This design comes from an exercise in tuning for small area and a short achievable clock period on the open sky130 flow, not from production work. In this exercise RTL edits were held to simulation tests only and were not proved equivalent to the original. Power and IR drop assume default switching activity.

File: flow/run.sh
#!/bin/bash
# synth_recipe.tcl (not shown) runs the flow's synth.tcl, then flattens the netlist and writes it again
# the make line also repeats each setting of config.mk as NAME=value (left out here)
make -C /OpenROAD-flow-scripts/flow DESIGN_CONFIG=/design/flow/config.mk WORK_HOME=/design/flow/orfs CLKGATE_MAP_FILE= SYNTH_SCRIPT=/design/flow/synth_recipe.tcl finish
File: flow/config.mk
export PLATFORM = sky130hd
export DESIGN_NAME = bmd_ep_mem
export DESIGN_NICKNAME = bmd_ep_mem
export VERILOG_FILES = /design/flow/design.v
export SDC_FILE = /design/flow/constraint.sdc
export NUM_CORES = 4
export LEC_CHECK = 0
export CAP_MARGIN = 20
export CORE_MARGIN = 2
export CORE_UTILIZATION = 40
export SLEW_MARGIN = 20
File: flow/constraint.sdc
create_clock -name core_clock -period 5.8 [get_ports {clk}]
set_input_delay 1.1600 -clock core_clock [delete_from_list [all_inputs] [get_ports {clk}]]
set_output_delay 1.1600 -clock core_clock [all_outputs]
set_load 0.01 [all_outputs]
File: flow/design.v
`timescale 1ns/10ps
`default_nettype none
package bmd_pkg;
   localparam int CSR_ADDR_W = 7;
   localparam logic [7:0] FPGA_FAMILY    = 8'h15;
   localparam logic [3:0] INTERFACE_TYPE = 4'h2;
   localparam logic [7:0] VERSION_NUMBER = 8'h16;
   localparam logic [7:0] WRR_CNT_RESET = 8'h04;
   typedef enum logic [CSR_ADDR_W-1:0] {
      REG_CTRL         = 7'd0,
      REG_DMA_CS       = 7'd1,
      REG_MWR_ADDR     = 7'd2,
      REG_MWR_LEN      = 7'd3,
      REG_MWR_COUNT    = 7'd4,
      REG_MWR_DATA     = 7'd5,
      REG_CPL_DATA     = 7'd6,
      REG_MRD_ADDR     = 7'd7,
      REG_MRD_LEN      = 7'd8,
      REG_MRD_COUNT    = 7'd9,
      REG_MWR_PERF     = 7'd10,
      REG_MRD_PERF     = 7'd11,
      REG_CPL_STATUS   = 7'd12,
      REG_CPLD_FOUND   = 7'd13,
      REG_CPLD_SIZE    = 7'd14,
      REG_LINK_WIDTH   = 7'd15,
      REG_LINK_PAYLOAD = 7'd16,
      REG_ARB_CTRL     = 7'd17
   } csr_idx_e;
   typedef struct packed {
      logic [31:0] addr;
      logic [15:0] len;              
      logic [15:0] count;            
      logic [2:0]  tc;               
      logic        en_64b;
      logic        phant_func_dis1;
      logic [7:0]  up_addr;          
      logic        relaxed;
      logic        nosnoop;
      logic        int_dis;
      logic        start;
   } dma_desc_t;
   typedef struct packed {
      logic [7:0]  ur_found;
      logic [7:0]  ur_tag;
      logic [31:0] found;
      logic [31:0] data_size;
      logic        malformed;
      logic        data_err;
   } cpl_status_t;
   typedef struct packed {
      logic [3:0] lnk_width;
      logic [1:0] max_payload;
      logic [2:0] max_rd_req;
   } link_cfg_t;
endpackage
`default_nettype wire
`timescale 1ns/10ps
`default_nettype none
import bmd_pkg::*;
module csr_regfile
(
   input  wire              clk,
   input  wire              rst_i,
   input  bmd_pkg::csr_idx_e     a_i,
   input  wire              wr_en_i,
   input  wire [31:0]       wr_d_i,
   output logic [31:0]      rd_d_o,
   input  wire              mwr_done_i,
   input  wire              mrd_done_i,
   input  bmd_pkg::cpl_status_t     cpl_status_i,
   input  bmd_pkg::link_cfg_t     link_cfg_i,
   input  wire [31:0]       mwr_perf_i,
   input  wire [31:0]       mrd_perf_i,
   output logic             init_rst_o,
   output bmd_pkg::dma_desc_t mwr_desc_o,
   output bmd_pkg::dma_desc_t mrd_desc_o,
   output logic [31:0]      mwr_data_o,
   output logic             mwr_zerolen_en_o,
   output logic [3:0]       trn_wait_count_o,
   output logic [31:0]      cpld_data_o,
   output logic             rd_metering_o,
   output logic [7:0]       mwr_wrr_cnt_o,
   output logic [7:0]       mrd_wrr_cnt_o,
   output logic             mwr_perf_ld_o,
   output logic             mrd_perf_ld_o
);
   logic [31:0] rd_word;
   always_ff @(posedge clk) begin
      if (rst_i) begin
         init_rst_o       <= 1'b1;
         mwr_desc_o       <= '0;
         mrd_desc_o       <= '0;
         mwr_data_o       <= '0;
         mwr_zerolen_en_o <= 1'b0;
         trn_wait_count_o <= '0;
         cpld_data_o      <= '0;
         rd_metering_o    <= 1'b0;
         mwr_wrr_cnt_o    <= WRR_CNT_RESET;
         mrd_wrr_cnt_o    <= WRR_CNT_RESET;
      end else begin
         if (wr_en_i) begin
            case (a_i)
               REG_CTRL: init_rst_o <= wr_d_i[0];
               REG_DMA_CS: begin
                  mwr_desc_o.start   <= wr_d_i[0];
                  mwr_desc_o.relaxed <= wr_d_i[5];
                  mwr_desc_o.nosnoop <= wr_d_i[6];
                  mwr_desc_o.int_dis <= wr_d_i[7];
                  mrd_desc_o.start   <= wr_d_i[16];
                  mrd_desc_o.relaxed <= wr_d_i[21];
                  mrd_desc_o.nosnoop <= wr_d_i[22];
                  mrd_desc_o.int_dis <= wr_d_i[23];
               end
               REG_MWR_ADDR: mwr_desc_o.addr <= wr_d_i;
               REG_MWR_LEN: begin
                  mwr_desc_o.len             <= wr_d_i[15:0];
                  mwr_desc_o.tc              <= wr_d_i[18:16];
                  mwr_desc_o.en_64b          <= wr_d_i[19];
                  mwr_desc_o.phant_func_dis1 <= wr_d_i[20];
                  mwr_zerolen_en_o           <= wr_d_i[21];
                  mwr_desc_o.up_addr         <= wr_d_i[31:24];
               end
               REG_MWR_COUNT: begin
                  mwr_desc_o.count <= wr_d_i[15:0];
                  trn_wait_count_o <= wr_d_i[19:16];
               end
               REG_MWR_DATA: mwr_data_o <= wr_d_i;
               REG_CPL_DATA: cpld_data_o <= wr_d_i;
               REG_MRD_ADDR: mrd_desc_o.addr <= wr_d_i;
               REG_MRD_LEN: begin
                  mrd_desc_o.len             <= wr_d_i[15:0];
                  mrd_desc_o.tc              <= wr_d_i[18:16];
                  mrd_desc_o.en_64b          <= wr_d_i[19];
                  mrd_desc_o.phant_func_dis1 <= wr_d_i[20];
                  mrd_desc_o.up_addr         <= wr_d_i[31:24];
               end
               REG_MRD_COUNT: mrd_desc_o.count <= wr_d_i[15:0];
               REG_ARB_CTRL: begin
                  rd_metering_o <= wr_d_i[1];
                  mwr_wrr_cnt_o <= wr_d_i[23:16];
                  mrd_wrr_cnt_o <= wr_d_i[31:24];
               end
               default: ;
            endcase
         end
         if (init_rst_o) begin
            mwr_desc_o.start <= 1'b0;
            mrd_desc_o.start <= 1'b0;
         end
      end
   end
   assign mwr_perf_ld_o = !rst_i && wr_en_i && (a_i == REG_MWR_PERF);
   assign mrd_perf_ld_o = !rst_i && wr_en_i && (a_i == REG_MRD_PERF);
   always_comb begin
      case (a_i)
         REG_CTRL:
            rd_word = {FPGA_FAMILY, 4'b0, INTERFACE_TYPE, VERSION_NUMBER, 7'b0, init_rst_o};
         REG_DMA_CS:
            rd_word = {cpl_status_i.data_err, 6'b0, mrd_done_i,
                       mrd_desc_o.int_dis, mrd_desc_o.nosnoop, mrd_desc_o.relaxed, 4'b0,
                       mrd_desc_o.start,
                       7'b0, mwr_done_i,
                       mwr_desc_o.int_dis, mwr_desc_o.nosnoop, mwr_desc_o.relaxed, 4'b0,
                       mwr_desc_o.start};
         REG_MWR_ADDR: rd_word = mwr_desc_o.addr;
         REG_MWR_LEN:
            rd_word = {mwr_desc_o.up_addr, 2'b0, mwr_zerolen_en_o,
                       mwr_desc_o.phant_func_dis1, mwr_desc_o.en_64b, mwr_desc_o.tc,
                       mwr_desc_o.len};
         REG_MWR_COUNT: rd_word = {12'b0, trn_wait_count_o, mwr_desc_o.count};
         REG_MWR_DATA:  rd_word = mwr_data_o;
         REG_CPL_DATA:  rd_word = cpld_data_o;
         REG_MRD_ADDR:  rd_word = mrd_desc_o.addr;
         REG_MRD_LEN:
            rd_word = {mrd_desc_o.up_addr, 3'b0, mrd_desc_o.phant_func_dis1,
                       mrd_desc_o.en_64b, mrd_desc_o.tc, mrd_desc_o.len};
         REG_MRD_COUNT: rd_word = {16'b0, mrd_desc_o.count};
         REG_MWR_PERF: rd_word = mwr_perf_i;
         REG_MRD_PERF: rd_word = mrd_perf_i;
         REG_CPL_STATUS:
            rd_word = {15'b0, cpl_status_i.malformed, cpl_status_i.ur_tag,
                       cpl_status_i.ur_found};
         REG_CPLD_FOUND: rd_word = cpl_status_i.found;
         REG_CPLD_SIZE:  rd_word = cpl_status_i.data_size;
         REG_LINK_WIDTH: rd_word = {26'b0, link_cfg_i.lnk_width, 2'b0};
         REG_LINK_PAYLOAD:
            rd_word = {17'b0, link_cfg_i.max_rd_req, 5'b0, link_cfg_i.max_payload, 5'b0};
         REG_ARB_CTRL:
            rd_word = {mrd_wrr_cnt_o, mwr_wrr_cnt_o, 14'b0, rd_metering_o, 1'b0};
         default: rd_word = '0;
      endcase
   end
   always_ff @(posedge clk) begin
      rd_d_o <= rd_word;
   end
endmodule
`default_nettype wire
`timescale 1ns/10ps
`default_nettype none
module dma_perf_monitor #(
   parameter int PERF_W = 32
) (
   input  wire         clk,
   input  wire         init_rst_i,
   input  wire         mwr_start_i,
   input  wire         mwr_done_i,
   input  wire         mrd_start_i,
   input  wire         mrd_done_i,
   input  wire         mwr_ld_i,
   input  wire         mrd_ld_i,
   input  wire [31:0]  ld_d_i,
   output logic [31:0] mwr_perf_o,
   output logic [31:0] mrd_perf_o
);
   logic [1:0]        start_v;
   logic [1:0]        done_v;
   logic [1:0]        ld_v;
   logic [PERF_W-1:0] cnt_q [2];
   assign start_v = {mrd_start_i, mwr_start_i};
   assign done_v  = {mrd_done_i, mwr_done_i};
   assign ld_v    = {mrd_ld_i, mwr_ld_i};
   always_ff @(posedge clk) begin
      for (int i = 0; i < 2; i++) begin
         if (init_rst_i) begin
            cnt_q[i] <= '0;
         end else if (ld_v[i]) begin
            cnt_q[i] <= ld_d_i[PERF_W-1:0];
         end else if (start_v[i] && !done_v[i]) begin
            cnt_q[i] <= cnt_q[i] + 1'b1;
         end
      end
   end
   assign mwr_perf_o = 32'(cnt_q[0]);
   assign mrd_perf_o = 32'(cnt_q[1]);
endmodule
`default_nettype wire
`timescale 1ns/10ps
`default_nettype none
import bmd_pkg::*;
module cpl_tracker
#(
   parameter int CPL_SIZE_W = 21
) (
   input  wire            clk,
   input  wire            init_rst_i,
   input  bmd_pkg::dma_desc_t     mrd_desc_i,
   input  wire [31:0]     cpld_data_size_i,
   input  wire            tags_all_back_i,
   output logic           mrd_done_o
);
   typedef enum logic [1:0] {
      TRK_IDLE,
      TRK_WAIT,
      TRK_DONE
   } trk_state_e;
   trk_state_e            state_q;
   trk_state_e            state_d;
   logic [31:0]           exp_prod;
   logic [CPL_SIZE_W-1:0] exp_size_q;
   logic [CPL_SIZE_W-1:0] rcv_size_q;
   logic                  size_match_q;
   logic                  all_back;
   assign exp_prod = 32'(mrd_desc_i.len) * 32'(mrd_desc_i.count);
   always_ff @(posedge clk) begin
      exp_size_q <= exp_prod[CPL_SIZE_W-1:0];
      rcv_size_q <= cpld_data_size_i[CPL_SIZE_W-1:0];
   end
   always_ff @(posedge clk) begin
      if (init_rst_i) begin
         size_match_q <= 1'b0;
      end else begin
         size_match_q <= (exp_size_q == rcv_size_q);
      end
   end
   assign all_back = size_match_q && tags_all_back_i;
   always_comb begin
      state_d = state_q;
      case (state_q)
         TRK_IDLE: begin
            if (mrd_desc_i.start) begin
               state_d = all_back ? TRK_DONE : TRK_WAIT;
            end
         end
         TRK_WAIT: begin
            if (!mrd_desc_i.start) begin
               state_d = TRK_IDLE;
            end else if (all_back) begin
               state_d = TRK_DONE;
            end
         end
         TRK_DONE: state_d = TRK_DONE;
         default:  state_d = TRK_IDLE;
      endcase
   end
   always_ff @(posedge clk) begin
      if (init_rst_i) begin
         state_q <= TRK_IDLE;
      end else begin
         state_q <= state_d;
      end
   end
   assign mrd_done_o = (state_q == TRK_DONE);
endmodule
`default_nettype wire
`timescale 1ns/10ps
`default_nettype none
import bmd_pkg::*;
module bmd_ep_mem
(
   input  wire              clk,
   input  wire              rst_i,
   input  wire [6:0]        a_i,
   input  wire              wr_en_i,
   input  wire [31:0]       wr_d_i,
   output logic [31:0]      rd_d_o,
   output logic             init_rst_o,
   output logic [80:0]      mwr_desc_o,
   output logic [80:0]      mrd_desc_o,
   output logic [31:0]      mwr_data_o,
   output logic             mwr_zerolen_en_o,
   output logic [3:0]       trn_wait_count_o,
   output logic [31:0]      cpld_data_o,
   output logic             rd_metering_o,
   output logic [7:0]       mwr_wrr_cnt_o,
   output logic [7:0]       mrd_wrr_cnt_o,
   output logic             mrd_done_o,
   input  wire              mwr_done_i,
   input  wire [81:0]       cpl_status_i,
   input  wire [8:0]        link_cfg_i,
   input  wire              tags_all_back_i
);
   localparam int CPL_SIZE_W = 21;
   localparam int PERF_W     = 32;
   bmd_pkg::csr_idx_e    a_idx;
   bmd_pkg::dma_desc_t   mwr_desc;
   bmd_pkg::dma_desc_t   mrd_desc;
   bmd_pkg::cpl_status_t cpl_status;
   bmd_pkg::link_cfg_t   link_cfg;
   assign a_idx      = bmd_pkg::csr_idx_e'(a_i);
   assign cpl_status = cpl_status_i;
   assign link_cfg   = link_cfg_i;
   assign mwr_desc_o = mwr_desc;
   assign mrd_desc_o = mrd_desc;
   logic [31:0] mwr_perf;
   logic [31:0] mrd_perf;
   logic        mwr_perf_ld;
   logic        mrd_perf_ld;
   csr_regfile u_csr_regfile (
      .clk              (clk),
      .rst_i            (rst_i),
      .a_i              (a_idx),
      .wr_en_i          (wr_en_i),
      .wr_d_i           (wr_d_i),
      .rd_d_o           (rd_d_o),
      .mwr_done_i       (mwr_done_i),
      .mrd_done_i       (mrd_done_o),
      .cpl_status_i     (cpl_status),
      .link_cfg_i       (link_cfg),
      .mwr_perf_i       (mwr_perf),
      .mrd_perf_i       (mrd_perf),
      .init_rst_o       (init_rst_o),
      .mwr_desc_o       (mwr_desc),
      .mrd_desc_o       (mrd_desc),
      .mwr_data_o       (mwr_data_o),
      .mwr_zerolen_en_o (mwr_zerolen_en_o),
      .trn_wait_count_o (trn_wait_count_o),
      .cpld_data_o      (cpld_data_o),
      .rd_metering_o    (rd_metering_o),
      .mwr_wrr_cnt_o    (mwr_wrr_cnt_o),
      .mrd_wrr_cnt_o    (mrd_wrr_cnt_o),
      .mwr_perf_ld_o    (mwr_perf_ld),
      .mrd_perf_ld_o    (mrd_perf_ld)
   );
   cpl_tracker #(
      .CPL_SIZE_W (CPL_SIZE_W)
   ) u_cpl_tracker (
      .clk              (clk),
      .init_rst_i       (init_rst_o),
      .mrd_desc_i       (mrd_desc),
      .cpld_data_size_i (cpl_status.data_size),
      .tags_all_back_i  (tags_all_back_i),
      .mrd_done_o       (mrd_done_o)
   );
   dma_perf_monitor #(
      .PERF_W (PERF_W)
   ) u_dma_perf_monitor (
      .clk         (clk),
      .init_rst_i  (init_rst_o),
      .mwr_start_i (mwr_desc.start),
      .mwr_done_i  (mwr_done_i),
      .mrd_start_i (mrd_desc.start),
      .mrd_done_i  (mrd_done_o),
      .mwr_ld_i    (mwr_perf_ld),
      .mrd_ld_i    (mrd_perf_ld),
      .ld_d_i      (wr_d_i),
      .mwr_perf_o  (mwr_perf),
      .mrd_perf_o  (mrd_perf)
   );
endmodule
`default_nettype wire
==> impl_metrics.py <==
metrics = {
    "status": {
        "outcome": "finished clean",
    },
    "worst_hold_path": {
        "min_from": "u_cpl_tracker.state_q[1]",
        "hold_path.class": "reg -> reg",
        "hold_end": "u_cpl_tracker.state_q[0]",
        "holdPathStages": 1,
    },
    "sta": {
        "post-route-period-util_pct": 95.8,
        "tightestPinTransition_ns": 1.24,
        "rsz0062_at_grt": "no",
        "hold_viol": 0,
        "slew_headroom_pct": 17.4,
        "clock_skew_ns": 0.0241,
        "finalSetupViolCount": 0,
        "fmax_mhz": 180,
        "report.final.slew_viol_count": 0,
        "setup_tns_ns": 0,
        "post-route-min-period_ns": 5.55,
    },
    "yosys": {
        "synth-seq-cells": 390,
        "yosys_warnings": 4,
        "synth_cell_types": 67,
        "synth.avg_cell_area_um2": 8.21,
        "synthesis.nets": 3149,
        "synth.top_cell.area_share_pct": 33.8,
        "async_flop_share_pct": 0,
        "syn_area_um2": 23100,
        "synth-main-ff-cell": "dfxtp_1",
        "syn_inst": 2811,
        "synth_edf_count": 0,
        "yosys-top-cells-area": "dfxtp_1, fa_1, nand2_1, a21oi_1, ha_1",
        "yosysSeqAreaShare_pct": 33.8,
        "yosys.area.top_type": "dfxtp_1",
    },
    "finish": {
        "syn_to_final_growth_pct": 27.6,
        "drive_gt1_share_pct": 7.32,
        "layout.nets": 3478,
        "final_cell_mix": "nand2_1, clkdlybuf4s50_1, dfxtp_1",
        "final_common_cell": "nand2_1",
        "final_cells": 3941,
    },
    "worst_setup_path": {
        "slowest_stage": "dfxtp_1",
        "path_class": "reg -> reg",
        "slowest_delay_ns": 0.57,
        "r2r_setup_slack_ns": 0.25,
        "cp_max_fo": 8,
        "r2r-start": "u_csr_regfile.mrd_desc_o[37]",
        "startpoint": "u_csr_regfile.mrd_desc_o[37]",
        "arrival_ns": 6.04,
        "start_kind": "flop",
        "worstReg2RegEnd": "u_cpl_tracker.exp_size_q[19]",
        "cp_common_cell": "fa_1",
        "crit_required_ns": 6.29,
        "r2r_cells": 18,
        "crit_path_end_kind": "flop",
        "path_cells": "buf_4 > nand2_1 > fa_1 > inv_1 > fa_1 > ha_1 > inv_1 > fa_1 > fa_1 > inv_1 > fa_1 > ha_1 > o211ai_1 > a21boi_0 > nand4_1 > or2_2 > a31oi_1 > xor2_1",
    },
    "floorplanning": {
        "io_pins": 417,
        "die-area_um2": 59600,
        "core_um2": 57400,
        "die-height_um": 244,
        "die_w_um": 244,
        "rows": 88,
        "start_util_pct": 40.2,
    },
    "clock_tree": {
        "clockBufferDepth": 3,
        "cts_root_buf": "clkbuf_16",
        "cts_sinks": 390,
        "ctsHtreeMaxLevel": 2,
        "clk_latency_ns": 0.59,
        "cts_buffers": 43,
        "cts_tree": "built",
        "cts.clk_slew.worst_paths_ns": 0.06,
    },
    "grt": {
        "antenna_found_initial": 6,
        "grt_overflow": 0,
        "grt_usage_pct": 35.0,
        "grt_pass1_vias": 22505,
        "grt_max_degree": 207,
        "grt_pass1_wl_um": 154000,
    },
    "routing": {
        "detail_route.wl_per_cell_um": 27.0,
        "antenna_left": 0,
        "first_iter_violations": 2577,
        "via_per_inst": 5.78,
        "dr.pass1.iters": 7,
        "vias": 22783,
        "drc_errors": 0,
        "routed_wl_um": 107000,
    },
    "power": {
        "p_per_area_nw_per_um2": 197,
        "p_leak_nw": 11.0,
        "peakVddDrop_mv": 0.182,
    },
    "place": {
        "numPortBuffers": 416,
        "gp_congestion": 0.979,
        "place_hpwl_um": 78700,
        "dp.cells": 3860,
    },
    "job": {
        "maxCapViolations": 0,
    },
}
[routing by layer]
metal / vias to the layer above / share of wire [%] / global-route usage (%)
met4: 4 / 5.6 / 17.8
met5: - / 0.019 / 0
met1: 11166 / 39 / 44.4
li1: 9981 / - / -
met2: 1354 / 45 / 55.7
met3: 278 / 10 / 8.09
[cells by family after synthesis]
kind of cell / count (synthesis) / synth area share [%]
AO/OA/AOI/OAI: 551 / 15.1
XOR/XNOR: 120 / 4.61
adder cells (fa/ha/maj): 203 / 15.6
buffers and inverters: 420 / 7.12
flip-flops: 390 / 33.8
multiplexers: 64 / 3.53
AND/OR/NAND/NOR: 1063 / 20.2
[state kept, by name (all words and copies together) (netlist names), 2 cells and up]
signal / count
u_cpl_tracker.state_q: 2
u_cpl_tracker.rcv_size_q: 21
u_csr_regfile.trn_wait_count_o: 4
u_csr_regfile.mwr_wrr_cnt_o: 8
u_csr_regfile.mwr_desc_o: 81
u_csr_regfile.mrd_wrr_cnt_o: 8
u_cpl_tracker.exp_size_q: 21
u_csr_regfile.mrd_desc_o: 81
u_csr_regfile.cpld_data_o: 32
u_csr_regfile.rd_d_o: 32
u_dma_perf_monitor.cnt_q: 64
u_csr_regfile.mwr_data_o: 32
[how the worst max path moves through the flow]
stage	slack [ns]	cells past startpoint	end
detailed placement	0.13	17	u_cpl_tracker.exp_size_q[18]
global route	0.005	17	u_cpl_tracker.exp_size_q[18]
finish	0.25	18	u_cpl_tracker.exp_size_q[19]
floorplan	0.27	19	u_cpl_tracker.exp_size_q[18]
global placement	0.30	17	u_cpl_tracker.exp_size_q[18]
CTS	0.11	17	u_cpl_tracker.exp_size_q[18]
[through the flow]
stage	setup slack, ns	util (%)	power, mW	hold slack (ns)	area, um^2
floorplan	0.269	-	2.91	0.417	23100
global route	0.00507	51.3	5.91	0.488	29400
CTS	0.105	51.3	5.80	0.466	29400
finish	0.246	51.3	5.80	0.473	29500
global placement	0.304	49.0	3.13	0.427	28100
detailed placement	0.131	49.0	3.13	0.455	28100
[power by group]
group | switching [mW] | internal (mW)
combinational | 0.242 | 0.139
clock | 1.19 | 1.52
sequential | 0.0111 | 2.70
total | 1.44 | 4.36
[cell usage after synthesis (all sizes together), types with 25 or more instances]
cell / instances
a221oi: 32
nor2: 123
xor2: 62
o21ai: 36
a22oi: 47
mux2i: 32
nand2: 678
inv: 190
and3: 25
fa: 142
a211oi: 66
dfxtp: 390
buf: 51
a21oi: 272
ha: 61
clkbuf: 178
xnor2: 57
and2: 97
nand3: 63
[what timing repair did]
action | 4_1_cts | 5_1_grt
hold buffers | 0 | 0
endpoints found under the setup margin | 0 | 5
buffers inserted | 0 | 0
resized for setup | 0 | 7
[area by class of cell]
type                            instances  area, um^2
Fill cell                            5453       27900
Tap cell                              765         957
Clock inverter                         12        92.6
Sequential cell                       390        7820
Antenna cell                            6        15.0
Inverter                              191         717
Clock buffer                           63        1240
Timing Repair Buffer                  513        4930
Multi-Input combinational cell       2001       13700
[critical path: cells and delay by family (launching register included)]
family,cells,cell delay [ns]
fa+ha+maj,7,3.00
compound gates,3,0.70
simple gates,3,0.61
flops,1,0.57
buf+inv,4,0.37
xor+xnor,1,0.20

## re-timing with driven ports
In the flow no input, the clock included, has a driving cell. The finished layout below was timed again as built, in two steps.
Step 1 (the two cells are an assumption about what drives the block):
set clk [get_ports {clk}]
set_driving_cell -lib_cell sky130_fd_sc_hd__clkbuf_16 $clk
set_driving_cell -lib_cell sky130_fd_sc_hd__buf_2 [delete_from_list [all_inputs] $clk]
Step 2 times the ports against the registers' clock, not the clock port: input delays grow and output delays shrink by t, the midpoint of the rising clock arrivals with the driver on.
Three values: no drivers, after step 1, after step 2; two values: the first two.
shift t [ns]: 0.647
slack for setup (ns): 0.246 / 0.246 / 0.246
worst register clock-pin slew, ns: 0.07 / 0.07
cell pins on the clock port's net: 1
After both steps setup and hold are still met in this run. The setup slack of this run moves by 0.000 ns with the drivers and by 0.000 ns with both steps.
